This design comes from an exercise in tuning for small area, a short achievable clock period and few clock cycles per item on the open sky130 flow, not from production work.
At most, simulation tests tie the RTL to the original design; equivalence was not proved.
Power figures rest on the tool's default switching activity, not on a simulated workload.

// running_mean_stddev
module running_mean_stddev #(
    parameter int MAX_COUNT   = 65536,
    parameter int FRAC_BITS   = 16
) (
    input  logic        aclk,
    input  logic        aresetn,
    input  logic        s_axis_tvalid,
    output logic        s_axis_tready,
    input  logic [15:0] s_axis_tdata,    
    input  logic        s_axis_tlast,
    output logic        m_axis_tvalid,
    input  logic        m_axis_tready,
    output logic [87:0] m_axis_tdata,    
    input  logic        psel,
    input  logic        penable,
    input  logic        pwrite,
    input  logic [1:0]  paddr,
    input  logic [31:0] pwdata,
    output logic [31:0] prdata,
    output logic        pready
);
For scale: about 4800 cells after synthesis, roughly 670 flip-flops.
==> flow/config.mk <==
export PLATFORM = sky130hd
export DESIGN_NAME = running_mean_stddev
export DESIGN_NICKNAME = running_mean_stddev
export VERILOG_FILES = /design/flow/design.v
export SDC_FILE = /design/flow/constraint.sdc
export NUM_CORES = 4
export LEC_CHECK = 0
export ABC_AREA = 1
export CAP_MARGIN = 20
export CORE_MARGIN = 2
export CORE_UTILIZATION = 50
export SETUP_SLACK_MARGIN = 5
export SLEW_MARGIN = 20
==> flow/constraint.sdc <==
create_clock -name core_clock -period 11.0 [get_ports {aclk}]
set_input_delay 2.2000 -clock core_clock [delete_from_list [all_inputs] [get_ports {aclk}]]
set_output_delay 2.2000 -clock core_clock [all_outputs]
set_load 0.01 [all_outputs]
run.sh (not shown) runs the stock make flow with config.mk's settings and CLKGATE_MAP_FILE= SYNTH_SCRIPT=/design/flow/synth_recipe.tcl, a recipe that flattens the netlist after the stock synthesis.
Testbench counts at the start, summed over its fixed seeds: cycles 12,376, items 320.
Rerun with:
--- a/flow/design.v
+++ b/flow/design.v
@@ -130,14 +130,15 @@
     logic [CW-1:0] an;
     logic [SW-1:0] as;         
     logic [QW:0]   aq;         
     logic [63:0]   aN;         
     logic [33:0]   aD;
     logic          aneg, aovf, amode;
     logic          nb, mb, flip;    
+    logic          nbd;             
     logic [31:0] an32, lzx;
     logic [4:0]  lz_hi, a_idx;
     logic [63:0] a_s64, a_r0, a_r1, a_r2, a_cs, a_cc, a_sum;
     logic [33:0] a_dsum;
     logic [CW-1:0] anm;
     logic [17:0] a_qhi;
     assign anm   = an - CW'(amode);
@@ -153,70 +154,75 @@
     assign a_r0  = {aN[62:0], 1'b0};
     assign a_r1  = nb ? {{(64-QW-1){aq[QW]}}, aq} : 64'd0;
     assign a_r2  = flip ? a_s64 : ~(mb ? a_s64 : 64'd0);
     assign a_cs  = a_r0 ^ a_r1 ^ a_r2;
     assign a_cc  = {((a_r0[62:0] & a_r1[62:0]) | (a_r0[62:0] & a_r2[62:0]) |
                      (a_r1[62:0] & a_r2[62:0])), !flip};
     rms_add64 u_aadd (.a(a_cs), .b(a_cc), .ci(1'b0), .s(a_sum));
-    rms_add34 u_dadd (.a({aD[32:0], 1'b0}), .b(nb ? 34'(anm) : 34'd0), .ci(1'b0), .s(a_dsum));
+    rms_add34 u_dadd (.a({aD[32:0], 1'b0}), .b(nbd ? 34'(anm) : 34'd0), .ci(1'b0), .s(a_dsum));
     always_ff @(posedge aclk) begin
         if (a_load) begin
             an    <= cnt_n;
             as    <= sum_n;
             aq    <= {1'b0, ns};
             aN    <= 64'(nc[QW-1:1]);
             aovf  <= ovf_n;
             amode <= f0_m && (cnt_n >= CW'(2));
             nb    <= 1'b1;
+            nbd   <= 1'b0;
             mb    <= 1'b0;
             flip  <= 1'b0;
         end else if (a_st == A_PREP1) begin
             aN     <= a_sum;
             aneg   <= as[SW-1];
             a_step <= lz_hi + 5'(as[SW-1]);
         end else if (a_st == A_PREP2) begin
             aq     <= {a_qhi, aN[29:0]};
             aN     <= '0;
             aD     <= '0;
             nb     <= an32[a_idx];
+            nbd    <= |(an32 & (32'd1 << a_idx));
             mb     <= as[a_idx];
             flip   <= aneg;
         end else if (a_st == A_RUN) begin
             aN     <= a_sum;
             aD     <= a_dsum;
             a_step <= a_step - 5'd1;
             nb     <= an32[a_idx];
+            nbd    <= |(an32 & (32'd1 << a_idx));
             mb     <= as[a_idx];
             flip   <= 1'b0;
         end
     end
     logic [64:0] bR;           
     logic [61:0] bP;
     logic [31:0] bL, bq, bZ;   
     logic [33:0] bD;
     logic [15:0] brem;
     logic [CW-1:0] bn;
     logic [1:0]  bst;
     logic        bneg;
     logic        bs, bge;
+    logic        bs2;          
+    logic        b_sel;        
     logic [64:0] b_t, b_x1, b_x2, b_cs, b_cc;
     logic [16:0] b_rem2;
     logic [17:0] b_diff;
     logic [47:0] b_dv;
     logic [64:0] b_rsum;
     logic [61:0] b_psum;
     rms_add65 u_radd (.a(b_cs), .b(b_cc), .ci(bs), .s(b_rsum));
     logic [34:0] b_plo;
     logic [27:0] b_pu, b_pq, b_pa;
     logic        b_inc, b_dec;
-    rms_add35 u_padd (.a({1'b0, bP[32:0], 1'b0}), .b({1'b0, bD ^ {34{!bs}}}), .ci(!bs), .s(b_plo));
+    rms_add35 u_padd (.a({1'b0, bP[32:0], 1'b0}), .b({1'b0, bD ^ {34{!bs2}}}), .ci(!bs2), .s(b_plo));
     assign b_pu  = bP[60:33];
-    assign b_inc = bs && b_plo[34];
-    assign b_dec = !bs && !b_plo[34];
-    assign b_pq  = b_pu ^ {28{!bs}};
+    assign b_inc = bs2 && b_plo[34];
+    assign b_dec = !bs2 && !b_plo[34];
+    assign b_pq  = b_pu ^ {28{!bs2}};
     always_comb begin
         logic [27:0] t;
         t = {b_pq[26:0], 1'b1};
         for (int d = 1; d < 28; d = d * 2)
             for (int i = 27; i >= 0; i--)
                 if ((i / d) % 2 == 1) t[i] = t[i] & t[(i / d) * d - 1];
         b_pa = t;
@@ -229,23 +235,25 @@
     assign b_cs = b_t ^ b_x1 ^ b_x2;
     assign b_cc = {((b_t[63:0] & b_x1[63:0]) | (b_t[63:0] & b_x2[63:0]) |
                     (b_x1[63:0] & b_x2[63:0])), 1'b1};
     assign b_rem2 = {brem, bZ[31]};
     assign b_diff = {1'b0, b_rem2} - {1'b0, bn};
     assign bge    = !b_diff[17];
     assign b_dv = aneg ? {~as, 16'(-an)} : {as, 16'd0};
+    assign b_sel = (a_st == A_DONE) && !b_run;
     always_ff @(posedge aclk) begin
-        bR   <= a_hand ? {{31{aN[63]}}, aN[63:30]} : b_rsum;
-        bP   <= a_hand ? 62'(aD) : b_psum;
-        bL   <= a_hand ? {aN[29:0], 2'b00} : {bL[29:0], 2'b00};
-        brem <= a_hand ? b_dv[46:31] : (bge ? b_diff[15:0] : b_rem2[15:0]);
+        bR   <= b_sel ? {{31{aN[63]}}, aN[63:30]} : b_rsum;
+        bs2  <= !(b_sel ? aN[63] : b_rsum[64]);
+        bP   <= b_sel ? 62'(aD) : b_psum;
+        bL   <= b_sel ? {aN[29:0], 2'b00} : {bL[29:0], 2'b00};
+        brem <= b_sel ? b_dv[46:31] : (bge ? b_diff[15:0] : b_rem2[15:0]);
+        if (b_sel) bD <= aD;
     end
     always_ff @(posedge aclk) begin
         if (a_hand) begin
-            bD   <= aD;
             bn   <= an;
             bst  <= aovf ? rms_pkg::STATUS_OVERFLOW :
                     (an < CW'(2) ? rms_pkg::STATUS_FEW : rms_pkg::STATUS_OK);
             bneg <= aneg;
             bZ   <= {b_dv[30:0], aneg};
             b_step <= 5'd1;
         end else if (b_run) begin
- total power went up by 0.59%
- global-route usage went down by 0.16 points
- synthesized cell count went up by 0.54%
- setup slack degrades by 69 ps
- design area went up by 0.90%
- combinational power hardly moves
- wire length went down by 0.87%
- hold slack improves by 7.1 ps
- final cell count went up by 0.57%
- sequential share of layout area went down by 0.21 points
- non-clock buffer count went up by 1
- critical path depth went up by 1
- via count went up by 0.36%
For the second run of this note, only the layout was checked, not whether the RTL still works.

## afterwards: timing with drivers on the ports
The results above use ideal ports. As a check the final layouts listed here were re-extracted and re-timed, cells and wires unchanged.
Step 1: set_driving_cell puts a clkbuf_16 on aclk and a buf_2 on each other input, an assumption about the parent block.
Step 2, shift: input delay + t, output delay - t, t = (earliest + latest rising clock arrival at the registers) / 2. This alone moves slack from input paths to output paths.
Slacks: ideal / step 1 / step 2; pairs: ideal / step 1.
run	t (ns)	setup WS [ns]	cell pins on the clock port's net
the first run	0.690	5.515 / 5.515 / 5.290	1
the second run	0.709	5.446 / 5.446 / 5.446	1
After both steps setup and hold are still met in every run listed. The setup slack of the first run, which loses most, moves by 0.000 ns with the drivers and by -0.225 ns with both steps.
